This is an optimization exercise on Yosys and OpenROAD, whose aim is small area, a short achievable clock period and few clock cycles per item, not a production implementation. Function was checked by simulation only, so behaviour that the tests miss may differ from the original. Power figures rest on the tool's default switching activity, not on a simulated workload.

before:
==> flow/design.v (excerpt) <==
module front_middle_back_queue_top #(
    parameter int DEPTH = 64,
    localparam int CW = $clog2(DEPTH + 1),
    localparam int OUT_W = ((fmbq_pkg::VAL_W + CW + 7) / 8) * 8
) (
    input  logic                         clk,
    input  logic                         rst_n,
    input  logic                         s_tvalid,
    output logic                         s_tready,
    input  logic [fmbq_pkg::IN_W-1:0]    s_tdata,
    input  logic [fmbq_pkg::FUNC_W-1:0]  s_tuser,
    output logic                         m_tvalid,
    input  logic                         m_tready,
    output logic [OUT_W-1:0]             m_tdata,
    output logic [fmbq_pkg::STAT_W-1:0]  m_tuser
);
    logic take, fire, fire_next, ld0_res, ld0_s1;
    fmbq_ctrl u_ctrl (
        .clk      (clk),
        .rst_n    (rst_n),
        .s_tvalid (s_tvalid),
        .s_tready (s_tready),
        .m_tready (m_tready),
        .m_tvalid (m_tvalid),
        .take     (take),
        .fire      (fire),
        .fire_next (fire_next),
        .ld0_res   (ld0_res),
        .ld0_s1    (ld0_s1)
    );
    fmbq_datapath #(
        .DEPTH (DEPTH)
    ) u_datapath (
        .clk      (clk),
        .rst_n    (rst_n),
        .s_tuser  (s_tuser),
        .s_tdata  (s_tdata),
        .m_tdata  (m_tdata),
        .m_tuser  (m_tuser),
        .take     (take),
        .fire      (fire),
        .fire_next (fire_next),
        .ld0_res   (ld0_res),
        .ld0_s1    (ld0_s1)
    );
endmodule
Size: about 2300 flip-flops.
==> module fmbq_half, before the edit <==
module fmbq_half #(
    parameter int N = 32,
    parameter int W = 32,
    localparam int AW = $clog2(N)
) (
    input  logic         clk,
    input  logic         rst_n,
    input  logic         wr_head,        
    input  logic         wr_tail,        
    input  logic         pop_head,       
    input  logic         pop_top,        
    input  logic         wr_head_next,   
    input  logic         wr_tail_next,   
    input  logic         rd_head_next,   
    input  logic [W-1:0] wd,
    output logic [W-1:0] rd_val
);
    logic [AW-1:0] h_reg, t_reg, h_nx, t_nx;
    logic [N-1:0]  h_oh, t_oh;   
    logic [N-1:0]  r_oh, w_oh;   
    logic [W-1:0]  mem [N];
    always_comb
    begin
        h_nx = h_reg;
        if (wr_head)
            h_nx = h_reg - AW'(1);
        else if (pop_head)
            h_nx = h_reg + AW'(1);
        t_nx = t_reg;
        if (wr_tail)
            t_nx = t_reg + AW'(1);
        else if (pop_top)
            t_nx = t_reg - AW'(1);
        for (int i = 0; i < N; i++)
        begin
            h_oh[i] = (h_nx == AW'(i));
            t_oh[i] = (t_nx == AW'(i));
        end
    end
    always_ff @(posedge clk or negedge rst_n)
    begin
        if (!rst_n)
        begin
            h_reg <= '0;
            t_reg <= '0;
        end
        else
        begin
            h_reg <= h_nx;
            t_reg <= t_nx;
        end
    end
    always_ff @(posedge clk)
    begin
        for (int i = 0; i < N; i++)
        begin
            r_oh[i] <= rd_head_next ? h_oh[i] : t_oh[(i + 1) % N];
            w_oh[i] <= (wr_head_next && h_oh[(i + 1) % N]) || (wr_tail_next && t_oh[i]);
        end
    end
    for (genvar i = 0; i < N; i++)
    begin : g_slot
        always_ff @(posedge clk)
        begin
            if (w_oh[i])
                mem[i] <= wd;
        end
    end
    always_comb
    begin
        rd_val = '0;
        for (int i = 0; i < N; i++)
            rd_val = rd_val | ({W{r_oh[i]}} & mem[i]);
    end
endmodule
clock: 7.0 ns
lec_check: 0
cap_margin: 20
core_margin: 2
core_utilization: 40
setup_slack_margin: 3.5
slew_margin: 20
tns_end_percent: 5
standard.sh (not shown) runs the stock make flow with config.mk's settings and CLKGATE_MAP_FILE= SYNTH_SCRIPT=/design/flow/synth_recipe.tcl, a recipe that flattens the netlist after the stock synthesis.
==> flow/flow/run.sh <==
#!/bin/bash
# Layout flow: the standard ORFS flow (standard.sh), unchanged except for three settings of
# how the layout is made: the port buffers that buffer_ports inserts on every input and output
# are sky130_fd_sc_hd__buf_4 cells (the default choice is a slow delay buffer); the resizer may
# swap a cell for one of another footprint when it repairs timing (MATCH_CELL_FOOTPRINT=0); and
# the floorplan step, whose timing repair only has wire-load estimates, repairs with no extra
# setup margin (SETUP_SLACK_MARGIN=0) while the later repairs use config.mk's margin.
# The make output goes to flow_make_*.log in this folder; each ORFS step logs under orfs/logs/.
set -euo pipefail
ARGS=(MATCH_CELL_FOOTPRINT=0 "BUFFER_PORTS_ARGS=-buffer_cell sky130_fd_sc_hd__buf_4")
bash standard.sh "${ARGS[@]}" SETUP_SLACK_MARGIN=0 floorplan > flow_make_floorplan.log 2>&1
bash standard.sh "${ARGS[@]}" finish > flow_make_finish.log 2>&1
Testbench counts of before, summed over its fixed seeds: cycles 12,016, items 12,000.
Modified inputs, after compared to before
--- a/flow/design.v
+++ b/flow/design.v
@@ -29,10 +29,11 @@
     input  logic         rd_head_next,   
     input  logic [W-1:0] wd,
     output logic [W-1:0] rd_val
 );
     logic [AW-1:0] h_reg, t_reg, h_nx, t_nx;
+    logic [N-1:0]  h_dec, t_dec;
     logic [N-1:0]  h_oh, t_oh;   
     logic [N-1:0]  r_oh, w_oh;   
     logic [W-1:0]  mem [N];
     always_comb
     begin
@@ -46,13 +47,23 @@
             t_nx = t_reg + AW'(1);
         else if (pop_top)
             t_nx = t_reg - AW'(1);
         for (int i = 0; i < N; i++)
         begin
-            h_oh[i] = (h_nx == AW'(i));
-            t_oh[i] = (t_nx == AW'(i));
+            h_dec[i] = (h_reg == AW'(i));
+            t_dec[i] = (t_reg == AW'(i));
         end
+        h_oh = h_dec;
+        if (wr_head)
+            h_oh = {h_dec[0], h_dec[N-1:1]};
+        else if (pop_head)
+            h_oh = {h_dec[N-2:0], h_dec[N-1]};
+        t_oh = t_dec;
+        if (wr_tail)
+            t_oh = {t_dec[N-2:0], t_dec[N-1]};
+        else if (pop_top)
+            t_oh = {t_dec[0], t_dec[N-1:1]};
     end
     always_ff @(posedge clk or negedge rst_n)
     begin
         if (!rst_n)
         begin
==> results.txt <==
after reached the end of the flow, and the finished layout is clean on the timing, design-rule and antenna checks. Delta (after minus before): reported sequential group power moved down, core utilization of the finished layout moved up, count of clock-buffer cells in the layout moved down, number of filler instances in the final layout moved up. Diff after and before: via count higher in after. Diff after and before: routing usage on met2 higher in after. Comparing the two runs side by side, after comes out behind before on die area. | global-route wire length before repair | lower: before |. after vs before — post-synthesis instance total climbed by a few percent. before has a higher starting density of the core than after.
Testbench counts of after, summed over its fixed seeds: cycles 12,016, items 12,000.

-- what the ideal ports hide --
No port has a modelled driver above. Below, the same layouts with a new extraction and two added sets of constraints. Step 1 (the two cells are an assumption about what drives the block):
set clk [get_ports {clk}]
set_driving_cell -lib_cell sky130_fd_sc_hd__clkbuf_16 $clk
set_driving_cell -lib_cell sky130_fd_sc_hd__buf_2 [delete_from_list [all_inputs] $clk]
Step 2 moves the port delays by t, midway between the first and last clock arrival at a register: inputs arrive t later, outputs are due t later. That takes back most of the time a late clock gives input paths. Slacks: ideal / step 1 / step 2; pairs: ideal / step 1.
run	shift t [ns]	setup slack, ns	slew at the worst register clock pin (ns)
before	0.955	3.612 / 3.612 / 2.824	0.07 / 0.07
after	0.939	3.606 / 3.606 / 2.815	0.07 / 0.07
After both steps setup and hold are still met in every run listed. The setup slack of after, which loses most, moves by 0.000 ns with the drivers and by -0.791 ns with both steps.
